Background: an optimization exercise with open tools, aiming at small area, a short achievable clock period and few clock cycles. Do not read the settings as production practice. Only simulation tests tie the RTL to the original design; equivalence was not proved. Power and IR drop assume default switching activity.

$ cat flow/run.sh
#!/bin/bash
# synth_recipe.tcl (not shown) runs the flow's synth.tcl, then flattens the netlist and writes it again
# the make line also repeats each setting of config.mk as NAME=value (left out here)
make -C /OpenROAD-flow-scripts/flow DESIGN_CONFIG=/design/flow/config.mk WORK_HOME=/design/flow/orfs CLKGATE_MAP_FILE= SYNTH_SCRIPT=/design/flow/synth_recipe.tcl finish
$ cat flow/config.mk
export PLATFORM = sky130hd
export DESIGN_NAME = modarith_unit
export DESIGN_NICKNAME = modarith_unit
export VERILOG_FILES = /design/flow/design.v
export SDC_FILE = /design/flow/constraint.sdc
export NUM_CORES = 4
export LEC_CHECK = 0
export CAP_MARGIN = 40
export CORE_MARGIN = 2
export CORE_UTILIZATION = 35
export SLEW_MARGIN = 40
$ cat flow/design.v
`default_nettype none
package modarith_pkg;
    localparam int DATA_W = 128;
    localparam int CNT_W = 7;
    typedef enum logic [1:0] {
        OP_ADD = 2'b00,  
        OP_SUB = 2'b01,  
        OP_MUL = 2'b10   
    } mod_op_e;
    typedef struct packed {
        mod_op_e           op;
        logic [DATA_W-1:0] a;
        logic [DATA_W-1:0] b;
        logic [DATA_W-1:0] m;  
    } mod_cmd_t;
    typedef struct packed {
        logic [DATA_W-1:0] value;
        logic              err;  
    } mod_res_t;
endpackage
`default_nettype wire
`timescale 1ns/1ps
`default_nettype none
module modarith_decode (
    input  logic     clk,
    input  logic     rst_n,
    input  logic     start,
    input  modarith_pkg::mod_cmd_t cmd,
    input  logic     done,
    output modarith_pkg::mod_cmd_t exe_cmd,
    output logic     add_go,
    output logic     mul_go,
    output logic     bad_op,
    output logic     busy
);
    logic accept;
    logic pend;  
    assign accept = start & (~busy | done);
    always_ff @(posedge clk or negedge rst_n) begin
        if (!rst_n) begin
            busy <= 1'b0;
            pend <= 1'b0;
        end else begin
            pend <= accept;
            if (accept) begin
                busy <= 1'b1;
            end else if (done) begin
                busy <= 1'b0;
            end
        end
    end
    always_ff @(posedge clk) begin
        if (accept) begin
            exe_cmd <= cmd;
        end
    end
    always_ff @(posedge clk or negedge rst_n) begin
        if (!rst_n) begin
            add_go <= 1'b0;
            mul_go <= 1'b0;
            bad_op <= 1'b0;
        end else begin
            add_go <= 1'b0;
            mul_go <= 1'b0;
            bad_op <= 1'b0;
            if (pend) begin
                case (exe_cmd.op)
                    modarith_pkg::OP_ADD, modarith_pkg::OP_SUB: add_go <= 1'b1;
                    modarith_pkg::OP_MUL:         mul_go <= 1'b1;
                    default:        bad_op <= 1'b1;
                endcase
            end
        end
    end
endmodule
`default_nettype wire
`timescale 1ns/1ps
`default_nettype none
module modmul_serial (
    input  logic              clk,
    input  logic              rst_n,
    input  logic              go,
    input  logic [modarith_pkg::DATA_W-1:0] a,
    input  logic [modarith_pkg::DATA_W-1:0] b,
    input  logic [modarith_pkg::DATA_W-1:0] m,
    output logic [modarith_pkg::DATA_W-1:0] p,
    output logic              fin
);
    localparam int ACC_W = modarith_pkg::DATA_W + 2;
    logic [ACC_W-1:0] s;        
    logic [ACC_W-1:0] u;        
    logic [modarith_pkg::CNT_W-1:0] cnt;
    logic             run;
    logic             step;
    logic             last;
    logic [modarith_pkg::CNT_W-1:0] cnt_cur;
    logic [ACC_W-1:0] s_cur;
    logic [ACC_W-1:0] u_cur;
    logic [ACC_W-1:0] m_ext;
    logic [ACC_W-1:0] plus_u;
    logic [ACC_W-1:0] minus_m;
    logic [ACC_W-1:0] new_s;
    logic [ACC_W-1:0] two_u;
    logic [ACC_W-1:0] two_u_m;
    logic [ACC_W-1:0] new_u;
    assign step    = go | run;
    assign cnt_cur = go ? '0 : cnt;
    assign s_cur   = go ? '0 : s;
    assign u_cur   = go ? {2'b00, a} : u;
    assign last    = (cnt_cur == modarith_pkg::CNT_W'(modarith_pkg::DATA_W - 1));
    assign m_ext   = {2'b00, m};
    assign plus_u  = s_cur + u_cur;
    assign minus_m = plus_u - m_ext;
    assign new_s   = b[cnt_cur] ? (minus_m[ACC_W-1] ? plus_u : minus_m) : s_cur;
    assign two_u   = {u_cur[ACC_W-2:0], 1'b0};
    assign two_u_m = two_u - m_ext;
    assign new_u   = two_u_m[ACC_W-1] ? two_u : two_u_m;
    always_ff @(posedge clk or negedge rst_n) begin
        if (!rst_n) begin
            run <= 1'b0;
            cnt <= '0;
            fin <= 1'b0;
        end else begin
            fin <= step & last;
            if (step) begin
                run <= ~last;
                cnt <= cnt_cur + 1'b1;  
            end
        end
    end
    always_ff @(posedge clk) begin
        if (step) begin
            s <= new_s;
            u <= new_u;
        end
    end
    assign p = s[modarith_pkg::DATA_W-1:0];  
endmodule
`default_nettype wire
`timescale 1ns/1ps
`default_nettype none
module modarith_execute (
    input  logic              clk,
    input  logic              rst_n,
    input  modarith_pkg::mod_cmd_t          exe_cmd,
    input  logic              add_go,
    input  logic              mul_go,
    output logic [modarith_pkg::DATA_W-1:0] exe_value,
    output logic              exe_done
);
    logic [modarith_pkg::DATA_W-1:0] addsub_val;
    logic [modarith_pkg::DATA_W-1:0] addsub_r;
    logic              add_done_r;
    logic [modarith_pkg::DATA_W-1:0] prod;
    logic              fin;
    function automatic [modarith_pkg::DATA_W-1:0] add_mod(input logic [modarith_pkg::DATA_W-1:0] x,
                                                  input logic [modarith_pkg::DATA_W-1:0] y,
                                                  input logic [modarith_pkg::DATA_W-1:0] md);
        logic [modarith_pkg::DATA_W:0] raw;
        logic [modarith_pkg::DATA_W:0] red;
        raw = {1'b0, x} + {1'b0, y};
        red = raw - {1'b0, md};
        add_mod = red[modarith_pkg::DATA_W] ? raw[modarith_pkg::DATA_W-1:0] : red[modarith_pkg::DATA_W-1:0];
    endfunction
    function automatic [modarith_pkg::DATA_W-1:0] sub_mod(input logic [modarith_pkg::DATA_W-1:0] x,
                                                  input logic [modarith_pkg::DATA_W-1:0] y,
                                                  input logic [modarith_pkg::DATA_W-1:0] md);
        logic [modarith_pkg::DATA_W:0] raw;
        logic [modarith_pkg::DATA_W:0] fix;
        raw = {1'b0, x} - {1'b0, y};
        fix = raw + {1'b0, md};
        sub_mod = raw[modarith_pkg::DATA_W] ? fix[modarith_pkg::DATA_W-1:0] : raw[modarith_pkg::DATA_W-1:0];
    endfunction
    assign addsub_val = (exe_cmd.op == modarith_pkg::OP_SUB) ? sub_mod(exe_cmd.a, exe_cmd.b, exe_cmd.m)
                                               : add_mod(exe_cmd.a, exe_cmd.b, exe_cmd.m);
    always_ff @(posedge clk) begin
        if (add_go) begin
            addsub_r <= addsub_val;
        end
    end
    always_ff @(posedge clk or negedge rst_n) begin
        if (!rst_n) begin
            add_done_r <= 1'b0;
        end else begin
            add_done_r <= add_go;
        end
    end
    modmul_serial u_mul (
        .clk   (clk),
        .rst_n (rst_n),
        .go    (mul_go),
        .a     (exe_cmd.a),
        .b     (exe_cmd.b),
        .m     (exe_cmd.m),
        .p     (prod),
        .fin   (fin)
    );
    assign exe_value = fin ? prod : addsub_r;
    assign exe_done  = add_done_r | fin;
endmodule
`default_nettype wire
`timescale 1ns/1ps
`default_nettype none
module modarith_result (
    input  logic              clk,
    input  logic              rst_n,
    input  logic              exe_done,
    input  logic              bad_op,
    input  logic [modarith_pkg::DATA_W-1:0] exe_value,
    output modarith_pkg::mod_res_t          res,
    output logic              done
);
    always_ff @(posedge clk or negedge rst_n) begin
        if (!rst_n) begin
            res  <= '0;
            done <= 1'b0;
        end else begin
            done <= exe_done | bad_op;
            if (exe_done) begin
                res.value <= exe_value;
                res.err   <= 1'b0;
            end else if (bad_op) begin
                res.value <= '0;  
                res.err   <= 1'b1;
            end
        end
    end
endmodule
`default_nettype wire
`timescale 1ns/1ps
`default_nettype none
module modarith_top (
    input  logic     clk,
    input  logic     rst_n,
    input  logic     start,
    input  modarith_pkg::mod_cmd_t cmd,
    output logic     busy,
    output logic     done,
    output modarith_pkg::mod_res_t res
);
    modarith_pkg::mod_cmd_t          exe_cmd;
    logic              add_go;
    logic              mul_go;
    logic              bad_op;
    logic              exe_done;
    logic [modarith_pkg::DATA_W-1:0] exe_value;
    modarith_decode u_decode (
        .clk     (clk),
        .rst_n   (rst_n),
        .start   (start),
        .cmd     (cmd),
        .done    (done),      
        .exe_cmd (exe_cmd),
        .add_go  (add_go),
        .mul_go  (mul_go),
        .bad_op  (bad_op),
        .busy    (busy)
    );
    modarith_execute u_execute (
        .clk       (clk),
        .rst_n     (rst_n),
        .exe_cmd   (exe_cmd),
        .add_go    (add_go),
        .mul_go    (mul_go),
        .exe_value (exe_value),
        .exe_done  (exe_done)
    );
    modarith_result u_result (
        .clk       (clk),
        .rst_n     (rst_n),
        .exe_done  (exe_done),
        .bad_op    (bad_op),
        .exe_value (exe_value),
        .res       (res),
        .done      (done)
    );
endmodule
`default_nettype wire
`timescale 1ns/1ps
`default_nettype none
module modarith_unit (
    input  logic         clk,
    input  logic         rst_n,
    input  logic         start,
    input  logic [1:0]   op,
    input  logic [127:0] a,
    input  logic [127:0] b,
    input  logic [127:0] m,
    output logic         busy,
    output logic         done,
    output logic [127:0] res_value,
    output logic         res_err
);
    modarith_pkg::mod_cmd_t cmd;
    modarith_pkg::mod_res_t res;
    assign cmd.op    = modarith_pkg::mod_op_e'(op);
    assign cmd.a     = a;
    assign cmd.b     = b;
    assign cmd.m     = m;
    assign res_value = res.value;
    assign res_err   = res.err;
    modarith_top u_top (
        .clk   (clk),
        .rst_n (rst_n),
        .start (start),
        .cmd   (cmd),
        .busy  (busy),
        .done  (done),
        .res   (res)
    );
endmodule
`default_nettype wire
$ cat flow/constraint.sdc
create_clock -name core_clock -period 10.5 [get_ports {clk}]
set_input_delay 2.1000 -clock core_clock [delete_from_list [all_inputs] [get_ports {clk}]]
set_output_delay 2.1000 -clock core_clock [all_outputs]
set_load 0.01 [all_outputs]
==> run notes <==
gr usage total 0.353; Top FF cell, synth edfxtp_1; WL/cell around 32 um; dpl cell area 109000 um^2; synth cell count leaders a21oi_1 (1352), nand2_1 (1305), o21ai_0 (909), ha_1 (897), nor2_1 (880); RSZ-0062 raised after global routing no; DIE WIDTH 535 um; GP Congestion 1.05; Final Slew Violations 0; first-pass GRT wire length 729 mm; crit path launch u_top.u_decode.mul_go; Period minus WS final 10.08 ns; CP arrival 10.80 ns; final WL 527 mm; CP Max Fanout 25; Fin. Hold Viols 0; Die H 535 um; worst reg-to-reg setup slack 0.42 ns; port buffer count 519; root buf cell clkbuf_16; Rel. slew slack 0.324; Num CTS Buffers 124; period utilization 0.960; Syn Area/Cell 8.05 um^2; Synth Cell Area 98600 um^2; Setup Crit Path Kind flip-flop to flip-flop; most used cell, CP o21ai_0; Post-CTS Setup Bufs 0; Overflow after GRT 0; # clock sinks ~900; R2R depth 35; Power Density between 70 and 80 nW/um^2; Vias 102485; Distinct cells, synth roughly 110; post-layout util 0.407; hold depth 2; detailed placement HPWL about 440 mm; vias in the first global route around 96000; R2R Path Start u_top.u_decode.mul_go; most frequent cell after synthesis a21oi_1; post-synth top area cell edfxtp_1; CTS tree done; max-cap violation count 0; # setup viols final 0; site row count 194; area grow syn2layout 15.4%; Max rail drop VDD 154 uV; clk buf depth 4; #FFs+latches synth between 900 and 1000; Post-CTS Resized 0; nets@finish roughly 14000; FF-to-FF End u_top.u_execute.u_mul.s[76]; status no timing/DRC/antenna violations; Post-route DRC 0; CP Data Required Time between 10 and 15 ns; Initial Util 0.352; CP startpoint kind flip-flop; Setup Skew between 0.08 and 0.09 ns; Achievable Freq 0.0992 GHz; First-pass DRT Iterations 9; hold-critical path endpoint u_top.u_result.res[66]; Fillers 28887; HP Start u_top.u_execute.addsub_r[65]; Setup TNS 0 ns; via-per-instance ratio 6.24; number of synthesized flops with an enable pin 774; Pwr Total roughly 8.7 mW; Worst-Margin Slew 1.01 ns; clock latency on the worst-skew pair 0.93 ns; Post-DRT Antenna Nets 0; Mapped Nets approximately 14000; top cell type's share of synthesized area 0.236; die area 286000 um^2; post-synthesis sequential area ratio 0.273; CTS Hold Bufs 0; main area contributors after synthesis edfxtp_1 (24%), ha_1 (11%), a21oi_1 (6.9%); final worst slack 0.424 ns; H-tree depth 3; fin area approximately 110000 um^2; crit path capture type flip-flop; initial antenna violation count 49; Cells after Synth 12242; YS warnings 4; 1st-iter DRT viols 13293; # IOs 520; ys async rst share 0.158; layout cells sized above 1 0.0784; pre-CTS setup slack 0.792 ns; HP Class flip-flop to flip-flop; clk slew on worst S/H paths 0.07 ns; delay of the slowest critical-path stage 0.93 ns; slowest CP cell a2111oi_1; largest net degree at the start of global routing 139; leakage approximately 44 nW; Core Area 280000 um^2
[flip-flops by register name (all words and copies together) (netlist names)]
register and cells:
u_top.u_execute.addsub_r 128, u_top.u_execute.u_mul.cnt 7, u_top.u_execute.u_mul.s 130, u_top.u_execute.u_mul.run 1, u_top.u_result.done 1, u_top.u_decode.busy 1, u_top.u_decode.bad_op 1, u_top.u_execute.u_mul.u 130
u_top.u_result.res 129, u_top.u_execute.add_done_r 1, u_top.u_execute.u_mul.fin 1, u_top.u_decode.mul_go 1, u_top.u_decode.exe_cmd 386, u_top.u_decode.add_go 1, u_top.u_decode.pend 1
[cell families after synthesis]
| group | after synthesis | synth area share |
|---|---|---|
| adder cells (fa/ha/maj) | 904 | 0.115 |
| XOR/XNOR | 862 | 0.0768 |
| flip-flops | 919 | 0.273 |
| buffers and inverters | 1354 | 0.0540 |
| AND/OR/NAND/NOR | 3609 | 0.171 |
| multiplexers | 287 | 0.0361 |
| AO/OA/AOI/OAI | 4307 | 0.274 |
[critical path, delay by kind of cell, from the launching register on]
family	cells	cell delay [ns]
buffers and inverters	4	0.92
DFF	1	0.75
xor gates and xnor gates	1	0.18
adders and majority gates	3	1.04
AOI/OAI and AO/OA	17	4.31
and+or+nand+nor	10	2.61
[how the worst max path moves through the flow]
stage                                   end  slack (ns)  depth (start not counted)
3_5_place_dp   u_top.u_execute.u_mul.s[110]        0.79                         34
3_3_place_gp    u_top.u_execute.u_mul.s[94]        0.69                         34
5_1_grt         u_top.u_execute.u_mul.s[91]        0.13                         35
6_report        u_top.u_execute.u_mul.s[76]        0.42                         35
2_1_floorplan   u_top.u_execute.u_mul.s[10]        1.60                         41
4_1_cts         u_top.u_execute.u_mul.s[76]        0.72                         34
[where the power goes]
group | switching, mW | total (mW) | internal [mW] | leakage [nW]
clock network | 1.95 | 4.58 | 2.63 | 2.04
logic | 0.0509 | 0.178 | 0.127 | 33.5
registers | 0 | 3.93 | 3.93 | 8.52
total | 2.00 | 8.68 | 6.68 | 44.1
[layout make-up]
| type | instances | area (um^2) | area share |
|---|---|---|---|
| Multi-Input combinational cell | 9969 | 66800 | 0.587 |
| Sequential cell | 919 | 26900 | 0.236 |
| Timing Repair Buffer | 942 | 8900 | 0.0782 |
| Tap cell | 3724 | 4660 | 0.0409 |
| Clock buffer | 140 | 3210 | 0.0282 |
| Inverter | 614 | 2320 | 0.0204 |
| Clock inverter | 88 | 1010 | 0.00886 |
| Antenna cell | 16 | 40.0 | 0.000352 |
[metrics by stage]
stage / hold WS (ns) / cells
2_1_floorplan: 0.432 / 12242
3_3_place_gp: 0.494 / 16150
3_5_place_dp: 0.497 / 16160
4_1_cts: 0.506 / 16388
5_1_grt: 0.547 / 16399
6_report: 0.511 / 16412
[cell usage in the layout (no fill, tap or decap), drive strengths merged, types with 32 or more instances in the layout]
cell type and count:
a21oi 1354, nand2 1305, o21ai 951, ha 897, nor2 880, edfxtp 774, inv 620, xnor2 608
clkdlybuf4s50 518, a21o 486, buf 421, nand4 399, o21bai 298, xor2 253, nor2b 221, nor3 201
mux2 191, a31oi 190, a211oi 166, a22oi 156, nand3 150, dfrtp 145, clkbuf 143, o31ai 122
o21a 119, nor4 117, nand2b 98, a21boi 64, mux2i 60, o211ai 58, clkinv 52, and2 44
a221oi 44, and3 41, or3 39, mux4 36, or2 32
[per-layer routing]
metal	GRT usage	wire [um]
met4	0.209	37000
met5	0	163
met1	0.467	218000
met3	0.0813	52000
met2	0.523	220000
Testbench counts, summed over its fixed seeds: cycles 35,457.

## port drivers added, routing unchanged
How much do the figures lean on ideal ports? The routed layout below was timed once more, with nothing changed but the port constraints.
Step 1: set_driving_cell puts a clkbuf_16 on clk and a buf_2 on each other input, an assumption about the parent block.
Step 2 times the ports against the registers' clock, not the clock port: input delays grow and output delays shrink by t, the midpoint of the rising clock arrivals with the driver on.
Three values: ideal, step 1, step 2; two values: the first two.
t, ns: 0.989
slack for setup (ns): 0.424 / 0.424 / 0.424
hold slack, ns: 0.511 / 0.511 / 0.511
After both steps setup and hold are still met in this run. For this run, drivers alone change the setup slack by 0.000 ns; drivers and shift together by 0.000 ns.
